What follows belongs to an exercise in optimizing a design on an open flow for small area, a short achievable clock period and few clock cycles per item; a production flow would make more cautious choices. In this exercise RTL edits were held to simulation tests only and were not proved equivalent to the original. Power and IR drop assume default switching activity.

--- design.v ---
package scet_pkg;
    localparam int KEY_W     = 64;
    localparam int VALUE_W   = 32;
    localparam int OPCODE_W  = 2;
    localparam int COUNT_W   = 5;
    localparam int S_DATA_W  = 96;
    localparam int M_DATA_W  = 8;
    localparam int ENTRIES_DEF    = 16;
    localparam int KEY_BITS_DEF   = 64;
    localparam int VALUE_BITS_DEF = 32;
    typedef logic [OPCODE_W-1:0] opcode_t;
    localparam opcode_t OP_INSERT = 2'd0;
    localparam opcode_t OP_REMOVE = 2'd1;
    localparam opcode_t OP_SEARCH = 2'd2;
    localparam opcode_t OP_PRUNE  = 2'd3;
    typedef logic [COUNT_W-1:0] count_t;
    localparam count_t COUNT_MAX = 5'd31;
endpackage
module scet_ram #(
    parameter int WIDTH = 8,
    parameter int DEPTH = 16
) (
    input  logic                   aclk,
    input  logic [DEPTH-1:0]       we,
    input  logic [WIDTH-1:0]       wdata,
    output logic [DEPTH*WIDTH-1:0] rdata
);
    logic [WIDTH-1:0] mem [DEPTH];
    always_ff @(posedge aclk) begin
        for (int i = 0; i < DEPTH; i++) begin
            if (we[i]) begin
                mem[i] <= wdata;
            end
        end
    end
    always_comb begin
        for (int i = 0; i < DEPTH; i++) begin
            rdata[i*WIDTH +: WIDTH] = mem[i];
        end
    end
endmodule
import scet_pkg::*;
module second_chance_expiry_table_core
#(
    parameter int ENTRIES    = scet_pkg::ENTRIES_DEF,
    parameter int KEY_BITS   = scet_pkg::KEY_BITS_DEF,
    parameter int VALUE_BITS = scet_pkg::VALUE_BITS_DEF
) (
    input  logic                aclk,
    input  logic                aresetn,
    input  logic                s_tvalid,
    output logic                s_tready,
    input  logic [scet_pkg::S_DATA_W-1:0] s_tdata,    
    input  logic [scet_pkg::OPCODE_W-1:0] s_tuser,    
    output logic                m_tvalid,
    input  logic                m_tready,
    output logic [scet_pkg::M_DATA_W-1:0] m_tdata     
);
    localparam int RES_W = 2 + scet_pkg::COUNT_W;   
    logic [KEY_BITS-1:0]   key_in;
    logic [VALUE_BITS-1:0] val_in;
    logic                  acc;
    logic                  is_ins, is_rem, is_srch, is_prn;
    assign key_in  = s_tdata[KEY_BITS-1:0];
    assign val_in  = s_tdata[scet_pkg::KEY_W +: VALUE_BITS];
    assign acc     = s_tvalid && s_tready;
    assign is_ins  = acc && (s_tuser == OP_INSERT);
    assign is_rem  = acc && (s_tuser == OP_REMOVE);
    assign is_srch = acc && (s_tuser == OP_SEARCH);
    assign is_prn  = acc && (s_tuser == OP_PRUNE);
    logic [ENTRIES-1:0]            valid_reg, recent_reg, hit_reg;
    logic [ENTRIES*KEY_BITS-1:0]   keys;
    logic [ENTRIES*VALUE_BITS-1:0] vals;
    logic [ENTRIES-1:0]            key_we, val_we;
    logic [ENTRIES-1:0]            match, veq, ffree;
    logic                          found, anyfree, vhit;
    logic [ENTRIES-1:0]            valid_next, recent_next, hit_next;
    logic [ENTRIES-1:0]            setm;
    scet_ram #(.WIDTH(KEY_BITS), .DEPTH(ENTRIES)) u_keys (
        .aclk(aclk), .we(key_we), .wdata(key_in), .rdata(keys)
    );
    scet_ram #(.WIDTH(VALUE_BITS), .DEPTH(ENTRIES)) u_vals (
        .aclk(aclk), .we(val_we), .wdata(val_in), .rdata(vals)
    );
    always_comb begin
        for (int i = 0; i < ENTRIES; i++) begin
            match[i] = valid_reg[i] && (keys[i*KEY_BITS +: KEY_BITS] == key_in);
            veq[i]   = (vals[i*VALUE_BITS +: VALUE_BITS] == val_in);
        end
        for (int i = 0; i < ENTRIES; i++) begin
            ffree[i] = !valid_reg[i];
            for (int j = 0; j < i; j++) begin
                if (!valid_reg[j]) ffree[i] = 1'b0;
            end
        end
    end
    assign found   = |match;
    assign anyfree = ~&valid_reg;
    assign vhit    = |(match & veq);
    assign key_we = is_ins ? ffree : '0;
    assign val_we = is_ins ? (match | ffree) : '0;
    always_comb begin
        setm        = '0;
        valid_next  = valid_reg;
        recent_next = recent_reg;
        hit_next    = hit_reg;
        if (is_ins) setm = found ? match : ffree;
        if (is_srch) setm = match;
        if (is_rem) begin
            valid_next  = valid_reg & ~match;
        end
        if (is_prn) begin
            valid_next  = valid_reg & recent_reg;
            recent_next = recent_reg & hit_reg;
            hit_next    = '0;
        end
        valid_next  = valid_next | (is_ins ? setm : '0);
        recent_next = recent_next | setm;
        hit_next    = hit_next | setm;
    end
    scet_pkg::count_t c1_reg, c2_reg, c3_reg;
    scet_pkg::count_t c1_next, c2_next, c3_next;
    logic             f1, f2, f3;    
    logic             to3;           
    assign f1  = |(match & ~recent_reg);
    assign f2  = |(match & recent_reg & ~hit_reg);
    assign f3  = |(match & recent_reg & hit_reg);
    assign to3 = is_srch ? found : (is_ins && (found || anyfree));
    always_comb begin
        c1_next = c1_reg;
        c2_next = c2_reg;
        c3_next = c3_reg;
        if (is_prn) begin
            c1_next = c2_reg;
            c2_next = c3_reg;
            c3_next = '0;
        end else if (is_ins || is_srch || is_rem) begin
            c1_next = c1_reg - scet_pkg::count_t'(f1);
            c2_next = c2_reg - scet_pkg::count_t'(f2);
            c3_next = c3_reg - scet_pkg::count_t'(f3) + scet_pkg::count_t'(to3 && !is_rem);
        end
    end
    logic [RES_W-1:0] res;
    logic [RES_W-1:0] q0_reg, q1_reg;
    logic [1:0]       qn_reg, qn_keep, qn_next;
    logic             deliv;
    always_comb begin
        res = '0;
        unique case (s_tuser)
            OP_INSERT: res = {scet_pkg::count_t'(0), !found && !anyfree, !found};
            OP_REMOVE: res = {scet_pkg::count_t'(0), 1'b0, found};
            OP_SEARCH: res = {scet_pkg::count_t'(0), 1'b0, vhit};
            OP_PRUNE:  res = {c1_reg, 1'b0, 1'b0};
        endcase
    end
    assign deliv   = qn_reg[0] | qn_reg[1] ? m_tready : 1'b0;
    assign qn_keep = qn_reg - 2'(deliv);
    assign qn_next = qn_keep + 2'(acc);
    always_ff @(posedge aclk) begin
        if (acc && qn_keep == 2'd0) begin
            q0_reg <= res;
        end else if (deliv) begin
            q0_reg <= q1_reg;
        end
        if (acc && qn_keep == 2'd1) begin
            q1_reg <= res;
        end
    end
    always_ff @(posedge aclk) begin
        if (!aresetn) begin
            qn_reg     <= 2'd0;
            valid_reg  <= '0;
            recent_reg <= '0;
            hit_reg    <= '0;
            c1_reg     <= '0;
            c2_reg     <= '0;
            c3_reg     <= '0;
        end else begin
            qn_reg     <= qn_next;
            valid_reg  <= valid_next;
            recent_reg <= recent_next;
            hit_reg    <= hit_next;
            c1_reg     <= c1_next;
            c2_reg     <= c2_next;
            c3_reg     <= c3_next;
        end
    end
    assign s_tready = !qn_reg[1];
    assign m_tvalid = qn_reg[0] | qn_reg[1];
    assign m_tdata  = {1'b0, q0_reg};
endmodule
--- constraint.sdc ---
create_clock -name core_clock -period 5.0 [get_ports {aclk}]
set_input_delay 1.0000 -clock core_clock [delete_from_list [all_inputs] [get_ports {aclk}]]
set_output_delay 1.0000 -clock core_clock [all_outputs]
set_load 0.01 [all_outputs]
--- run.sh ---
#!/bin/bash
# synth_recipe.tcl (not shown) runs the flow's synth.tcl, then flattens the netlist and writes it again
# the make line also repeats each setting of config.mk as NAME=value (left out here)
make -C /OpenROAD-flow-scripts/flow DESIGN_CONFIG=/design/flow/config.mk WORK_HOME=/design/flow/orfs CLKGATE_MAP_FILE= SYNTH_SCRIPT=/design/flow/synth_recipe.tcl finish
--- config.mk ---
export PLATFORM = sky130hd
export DESIGN_NAME = second_chance_expiry_table_core
export DESIGN_NICKNAME = second_chance_expiry_table_core
export VERILOG_FILES = /design/flow/design.v
export SDC_FILE = /design/flow/constraint.sdc
export NUM_CORES = 4
export LEC_CHECK = 0
export CAP_MARGIN = 20
export CORE_MARGIN = 2
export CORE_UTILIZATION = 40
export SLEW_MARGIN = 20
==> out/summary.txt <==
===============================================================================================
Outcome .......................................................................... complete, no violations
Number of global-route vias before repair ........................................        37967
Slew of the pin with the lowest slew margin ......................................      1070 ps
Resized cells post-CTS ...........................................................            0
Unrepaired setup endpoints after global routing ..................................        false
Peak fanout along the critical path ..............................................           18
Cell variety after synth .........................................................           56
Fin nets .........................................................................         5171
Residual DRC count ...............................................................            0
Slowest stage delay, CP ..........................................................       550 ps
Critical-path cell list .......................................................... buf_2 -> buf_12 -> buf_4 -> xor2_1 -> nor4_1 -> nand4_1 -> nor4_1 -> buf_4 -> and2_1 -> a32oi_1 -> nand3_1 -> or4_1 -> ha_1 -> inv_1 -> ha_1 -> inv_1 -> fa_1 -> inv_1 -> a21o_1 -> a21oi_1 -> xnor2_1 -> o21ai_0 -> nand2_1 -> a21oi_1
Post-synth EDFFs .................................................................         1550
Slack of the critical path .......................................................       335 ps
Gate Count Post-Synth ............................................................         4332
Fin cells ........................................................................         7407
Count of maximum capacitance violations ..........................................            0
TritonCTS clock tree .............................................................        built
FF+latch count, synth ............................................................         1615
Ratio of routed vias to standard cells ...........................................         5.30
Arrival time worst endpoint ......................................................      5330 ps
GRT Resource Usage Total .........................................................        0.224
Worst supply voltage drop on vdd .................................................   0.000378 V
Clock tree buffer depth ..........................................................            3
Sum of routed wire length over all layers ........................................    196000 µm
Leakage power summed over all cells ..............................................    0.0279 µW
Category of the most critical setup path ......................................... input pin to flop
Effective utilization at floorplan ...............................................        0.404
Area added between synthesis and finish ..........................................        21.1%
Worst Setup Slack post-DPL .......................................................      -614 ps
Clk sink count ...................................................................         1615
Width of the die .................................................................       418 µm
Post-synthesis cell area .........................................................   0.0686 mm²
Mux cell area share after synthesis ..............................................     0.000821
Library cell appearing most often on the critical path ........................... sky130_fd_sc_hd__inv_1
Top library cells by usage in the layout, fill and taps aside .................... sky130_fd_sc_hd__edfxtp_1 (1550), sky130_fd_sc_hd__xor2_1 (1025), sky130_fd_sc_hd__xnor2_1 (517), sky130_fd_sc_hd__buf_4 (513), sky130_fd_sc_hd__nor4_1 (294)
First-pass GRT wire length .......................................................    281000 µm
Number of instances in the placed design .........................................         7109
Most common cell after layout, fill and taps aside ............................... sky130_fd_sc_hd__edfxtp_1
Cell type of the slowest stage on the worst timing path .......................... sky130_fd_sc_hd__nor4_1
Compound-gate portion of the synthesized area ....................................       0.0181
RePlAce Congestion ...............................................................        0.918
Congestion Overflow GR ...........................................................            0
Combinational family with the most area after synthesis .......................... XOR/XNOR gates
CTS Root Buffer Type ............................................................. sky130_fd_sc_hd__clkbuf_16
Filler cell count in the final layout ............................................        14153
Number of iterations in the first detailed-routing pass ..........................            6
Worst min path class ............................................................. input pin to flop
Clock skew after layout ..........................................................      31.4 ps
Biggest register .................................................................   u_keys.mem
Worst-case headroom to the max-slew limit ........................................        0.281
Number of flip-flops in the largest register .....................................         1024
Share of layout cells above drive strength 1 .....................................        0.201
Worst EP required ................................................................      5670 ps
Via count ........................................................................        39276
Routed length on met3 ............................................................     13500 µm
Number of top-level pins .........................................................          112
Largest registers in the final layout ............................................ u_keys.mem x1024, u_vals.mem x512
Avg WL per Cell ..................................................................      26.5 µm
Highest Clock Rate ...............................................................    0.214 GHz
Met1 Routed Length ...............................................................     89100 µm
Post-cts hold buffer count .......................................................            0
Number of cell rows ..............................................................          151
Fraction of registers with async set or reset after synthesis ....................            0
Clock insertion delay at the later pin of the skew report ........................       820 ps
Post-synthesis xor/xnor area fraction ............................................        0.197
Number of H-tree branching levels ................................................            4
Warnings, synthesis ..............................................................            5
Post-route fraction of the period consumed by the critical path ..................        0.933
Average cell area after synthesis ................................................     15.8 µm²
Clock input transition at the sequential cells of the worst setup and hold paths .        60 ps
Number of buffers added for setup after CTS ......................................            0
Post-synthesis net count .........................................................         4446
Accumulated negative setup slack .................................................         0 ps
Pin count of the biggest net entering global routing .............................           67
Count of final hold-check violations .............................................            0
Simple-gate portion of the synthesized area ......................................       0.0597
Critical path endpoint category ..................................................         flop
Max Transition Viols Final .......................................................            0
Time the final worst path needs with I/O delays and setup ........................      4670 ps
Sequential element share of the synthesized area .................................        0.698
Dpl hpwl .........................................................................    133000 µm
Initial DRC Count ................................................................         4267
Final core utilization ...........................................................        0.489
Most instantiated flip-flop cell in the synthesis netlist ........................ sky130_fd_sc_hd__edfxtp_1
Uppermost signal routing layer after detailed routing ............................         met5
Initial antenna violation count ..................................................            7
TritonCTS Buffers ................................................................          164
Met2 Wirelength ..................................................................     89500 µm
Power density normalized to cell area ............................................   351 mW/mm²
Count of antenna-violating nets left after detailed routing ......................            0
Die footprint ....................................................................    0.175 mm²
Final setup viols ................................................................            0
I/O Buffers ......................................................................          110
Core area ........................................................................    0.170 mm²
Adder-cell share of the synthesized area .........................................      0.00230
Die boundary height ..............................................................       418 µm
Startpoint type of the worst setup path ..........................................    input pin
===============================================================================================
==> worst paths after layout <==
kind / end / cells after the start / slack (ps) / startpoint
setup / recovery: c3_reg[4] / 24 / 330 / s_tdata[17]
hold / removal: u_keys.mem[5][18] / 1 / 460 / s_tdata[18]
setup reg to reg: c3_reg[4] / 24 / 540 / u_keys.mem[10][41]
hold reg to reg: c1_reg[0] / 2 / 460 / c1_reg[0]
==> metal layers <==
| metal | up-vias | track usage |
|---|---|---|
| li1 | 17406 | - |
| met1 | 20164 | 0.333 |
| met2 | 1470 | 0.343 |
| met3 | 234 | 0.0343 |
| met4 | 2 | 0.0532 |
| met5 | - | 0 |
==> layout make-up <==
cell class,count,area [µm²],area share
Multi-Input combinational cell,2453,19400,0.234
Clock inverter,87,678,0.00817
Clock buffer,209,4390,0.0528
Inverter,33,129,0.00155
Antenna cell,2,5.00,0.0000603
Tap cell,2218,2780,0.0334
Sequential cell,1615,47800,0.576
Timing Repair Buffer,790,7820,0.0941
==> cell usage after synthesis (all sizes together) (2+ instances only) <==
master / count / area [µm²]
nor4b: 2 / 17.5
nand2b: 6 / 37.5
and3: 5 / 31.3
nor4: 306 / 1930
nand3: 13 / 65.1
a21o: 10 / 75.1
o211ai: 4 / 30.0
o32ai: 2 / 17.5
or2: 3 / 18.8
a32oi: 4 / 35.0
a31oi: 2 / 12.5
xnor2: 517 / 4530
mux2: 5 / 56.3
a21boi: 3 / 22.5
o31ai: 2 / 15.0
nor3b: 6 / 45.0
o32a: 4 / 40.0
o21ai: 41 / 205
clkbuf: 98 / 368
or4b: 2 / 20.0
a21oi: 64 / 320
o21bai: 5 / 37.5
ha: 11 / 138
o22ai: 8 / 50.1
a211oi: 2 / 15.0
nand4: 211 / 1320
nand2: 85 / 319
inv: 33 / 124
xor2: 1025 / 8980
and2: 11 / 68.8
nor3: 10 / 50.1
a22oi: 16 / 120
dfxtp: 65 / 1300
buf: 133 / 1190
o221ai: 4 / 35.0
edfxtp: 1550 / 46500
or3: 3 / 18.8
o2111ai: 19 / 166
or4: 3 / 26.3
nor2: 31 / 116
==> stage by stage <==
stage	cell area, µm²	hold slack, ps	total power [µW]
detailed placement	77900	453	17600
floorplan	68800	432	16300
global placement	77900	438	17600
global route	83000	430	30000
finish	83000	455	29200
CTS	83000	406	29400
==> worst max-delay path: cells and delay by family <==
| family | cells | cell delay [ps] |
|---|---|---|
| AO/OA/AOI/OAI | 5 | 430 |
| buffers and inverters | 7 | 930 |
| AND/OR/NAND/NOR | 7 | 1780 |
| XOR/XNOR | 2 | 320 |
| adder cells (fa/ha/maj) | 3 | 810 |
==> cell families after synthesis <==
group | count (synthesis)
AO/OA/AOI/OAI | 195
XOR/XNOR | 1542
adder cells (fa/ha/maj) | 12
buffers and inverters | 264
flip-flops | 1615
multiplexers | 5
other | 1
AND/OR/NAND/NOR | 698
==> where the power goes <==
part           internal, µW  switching (µW)  total (µW)
Combinational           937            1410        2340
Sequential            14900            42.8       15000
Clock                  6610            5220       11800
Total                 22500            6670       29200
Testbench counts, summed over its fixed seeds: cycles 4,008, items 4,000.

==> port drivers added, routing unchanged <==
The flow's constraints put no driver on any port. The routed layout listed below was extracted and timed again, unchanged, in two steps.
Step 1, drivers: a clkbuf_16 drives aclk and a buf_2 each remaining input, both assumed.
Step 2 adds t to the input delays and takes it off the output delays; t is the mean of the earliest and latest rising clock arrival at the registers after step 1. Input paths then give back, and output paths get back, about the clock's delay inside the block.
Three values: no drivers, after step 1, after step 2; two values: the first two.
t (ns): 0.887
slack for setup (ns): 0.335 / 0.395 / -0.492
worst hold slack (ns): 0.455 / 0.402 / 0.460
worst register clock-pin slew, ns: 0.07 / 0.07
worst slew at a driven data input, ns: 0.12
With both steps, setup timing fails in this run, where it was met with ideal ports. The setup slack of this run moves by +0.060 ns with the drivers and by -0.827 ns with both steps.
